Source: an optimization exercise on an open RTL-to-GDS flow (aim: small area, a short achievable clock period and few clock cycles per item). Production flows keep margins and buffers that such runs may drop. In this exercise RTL edits were held to simulation tests only and were not proved equivalent to the original. No activity file was given, so power comes from the tool's default toggle rates.

==> flow/design.v (excerpt) <==
module obb_top (
    input  logic        clk,
    input  logic        rst,
    input  logic        wb_cyc,
    input  logic        wb_stb,
    input  logic        wb_we,
    input  logic [5:0]  wb_adr,
    input  logic [31:0] wb_dat_i,
    output logic        wb_ack,
    output logic [31:0] wb_dat_o
);
Size in the first run: ~6400 cells after synthesis, roughly 1500 flip-flops, about 76 I/O pins, about 79000 um^2 of cells after synthesis.
clock: 12.0 ns
lec_check: 0
cap_margin: 20
core_margin: 2
core_utilization: 40
slew_margin: 20
run.sh (not shown) runs the stock make flow with config.mk's settings and CLKGATE_MAP_FILE= SYNTH_SCRIPT=/design/flow/synth_recipe.tcl, a recipe that flattens the netlist after the stock synthesis.
The starting point ran to the end with no violations.
Testbench counts at the start, summed over its fixed seeds: cycles 6,912, jobs 128.
Next try:
--- a/flow/design.v
+++ b/flow/design.v
@@ -16,13 +16,12 @@
     input  logic         fin_e,          
     output logic         bus_pt,         
     output logic [2:0]   bus_idx,
     input  logic [59:0]  lane_pt         
 );
     logic        ack;
-    logic        sel_st;
     logic        fin;
     logic        slow;                   
     logic [4:0]  radr;                   
     logic [31:0] sdata;
     logic        busy;
     logic        done;
@@ -34,13 +33,12 @@
     logic [31:0] rdata_q;
     logic [29:0] pt  [0:15];
     logic [15:0] ax  [0:8];
     logic [27:0] pub [0:5];              
     assign acc   = wb_cyc && wb_stb && !ack && !slow;
     assign fin   = fin_e && !pw;
-    assign sel_st = wb_adr == 6'h1A;
     assign wr    = acc && wb_we && !busy;             
     assign start = wr && wb_adr == 6'h19 && wb_dat_i[0];
     assign wd    = rst ? 32'd0 : wb_dat_i;            
     logic        pw;
     logic [3:0]  pw_adr;
     logic [29:0] pw_dat;
@@ -84,14 +82,13 @@
             ack  <= 1'b0;
             slow <= 1'b0;
             busy <= 1'b0;
             done <= 1'b0;
         end else begin
             slow <= acc && !wb_we && wb_adr < 6'h19;
-            ack  <= (acc && !(!wb_we && wb_adr < 6'h19) && !(!wb_we && sel_st && busy && !fin)) ||
-                    slow;
+            ack  <= (acc && !(!wb_we && wb_adr < 6'h19)) || slow;
             if (start) begin
                 busy <= 1'b1;
                 done <= 1'b0;
             end else if (busy && fin) begin
                 busy <= 1'b0;
                 done <= 1'b1;
@@ -125,12 +122,14 @@
             sdata = {2'b00, radr[3] ? lane_pt[59:30] : lane_pt[29:0]};
         end else if (radr[3:0] < 4'd9) begin
             sdata = {{16{ax[radr[3:0]][15]}}, ax[radr[3:0]]};
         end
     end
     logic [5:0]  hit;                    
+    logic        sel_st;
+    assign sel_st = wb_adr == 6'h1A;
     always_comb begin
         for (int w = 0; w < 6; w++) begin
             hit[w] = wb_adr == 6'(32 + w);
         end
         rdata = '0;
         for (int w = 0; w < 6; w++) begin
@@ -331,13 +330,13 @@
     end
     always_comb begin
         for (int a = 0; a < 3; a++) begin
             cache[56*a +: 56] = cache_q[a];
         end
     end
-    assign fin = dirty == 3'b000 && !rd_act && !s1_v && !s2_v && !s3_v;
+    assign fin = dirty == 3'b000 && !rd_act && !s1_v && !s2_v && !s3_v && !s4_last;
 endmodule
 `timescale 1ns/1ps
 module obb_dot (
     input  logic [4:0]  xs1,
     input  logic [4:0]  xs2,
     input  logic [4:0]  xs3,
Via count barely changes.
Combinational power goes down by about 4%.
Wire length goes up by 3.7%.
Die area barely changes.
Utilization goes down by 0.11 points.
Total power goes down by 3.3%.
Sequential power goes down by about 0.6%.
Testbench counts after the change, summed over its fixed seeds: cycles 7,168, jobs 128.

--- another note on this design; it stands on its own ---

## obb_top
module obb_top (
    input  logic        clk,
    input  logic        rst,
    input  logic        wb_cyc,
    input  logic        wb_stb,
    input  logic        wb_we,
    input  logic [5:0]  wb_adr,
    input  logic [31:0] wb_dat_i,
    output logic        wb_ack,
    output logic [31:0] wb_dat_o
);
Size: roughly 6,500 cells after synthesis, roughly 1,500 flip-flops, ~76 I/O pins.
Settings: LEC_CHECK=0, CAP_MARGIN=20, CORE_MARGIN=2, CORE_UTILIZATION=30, SLEW_MARGIN=20; clock period 12.0 ns.
run.sh (not shown) runs the stock make flow with config.mk's settings and CLKGATE_MAP_FILE= SYNTH_SCRIPT=/design/flow/synth_recipe.tcl, a recipe that flattens the netlist after the stock synthesis.
Testbench counts at the start, summed over its fixed seeds: cycles 6,912, jobs 128.
==> next run, changes <==
==> flow/flow/run.sh (new file) <==
#!/bin/bash
# The standard layout, with timing repair aiming at a slack of 7.7 ns on the design's 12 ns clock:
# the tools then work on the paths that set the achieved period instead of stopping at 12 ns.
set -euo pipefail
bash standard.sh SETUP_SLACK_MARGIN=7.7 finish > make_finish.log 2>&1
==> flow/standard.sh (new file) <==
#!/bin/bash
# synth_recipe.tcl (not shown) runs the flow's synth.tcl, then flattens the netlist and writes it again
# the make line also repeats each setting of config.mk as NAME=value (left out here)
make -C /OpenROAD-flow-scripts/flow DESIGN_CONFIG=/design/flow/config.mk WORK_HOME=/design/flow/orfs CLKGATE_MAP_FILE= SYNTH_SCRIPT=/design/flow/synth_recipe.tcl "${@:-finish}"
removed: flow/run.sh
Result: The new run completed without violations; core utilization goes up by 0.11 points; fmax goes up by 21%; via count goes up by 0.42%; sequential cell count stays the same; non-clock buffer count does not change; clock power stays flat.
==> next run, changes <==
==> flow/flow/run.sh (replaced) <==
#!/bin/bash
# The standard layout, with timing repair aiming at a slack of 8.1 ns on the design's 12 ns clock:
# the tools then work on the paths that set the achieved period instead of stopping at 12 ns.
set -euo pipefail
bash standard.sh SETUP_SLACK_MARGIN=8.1 finish > make_finish.log 2>&1
=> The changed run completed with no timing, DRC or antenna violations. Sequential share of layout area shrinks by 0.22 points. Worst setup slack gains 0.37 ns. Wire length grows by 2.1%. Non-clock buffer count grows by 37. Power grows by about 0.9%.

re-timing with driven ports:
How much do the figures lean on ideal ports? The routed layouts below were timed once more, with nothing changed but the port constraints. Step 1 assumes that a clkbuf_16 drives the clock port and a buf_2 every other input. Step 2, shift: input delay + t, output delay - t, t = (earliest + latest rising clock arrival at the registers) / 2. This alone moves slack from input paths to output paths. Three values: ideal, step 1, step 2; two values: the first two.
| run | t, ns | slack for setup (ns) | worst setup path after step 2 | clock arrival spread, ns |
|---|---|---|---|---|
| the first run of note 1 | 0.881 | 6.798 / 6.798 / 6.089 | input to register | 0.066 / 0.066 |
| the second run of note 1 | 0.905 | 6.851 / 6.851 / 6.706 | input to register | 0.074 / 0.075 |
| the first run of note 2 | 0.891 | 6.836 / 6.836 / 6.144 | input to register | 0.071 / 0.071 |
| the second run of note 2 | 0.902 | 7.734 / 7.658 / 6.892 | input to register | 0.085 / 0.085 |
| the third run of note 2 | 0.883 | 8.103 / 8.055 / 7.314 | input to register | 0.057 / 0.057 |
After both steps every run listed still meets setup and hold. For the second run of note 2, which loses most, drivers alone change the setup slack by -0.076 ns; drivers and shift together by -0.842 ns.
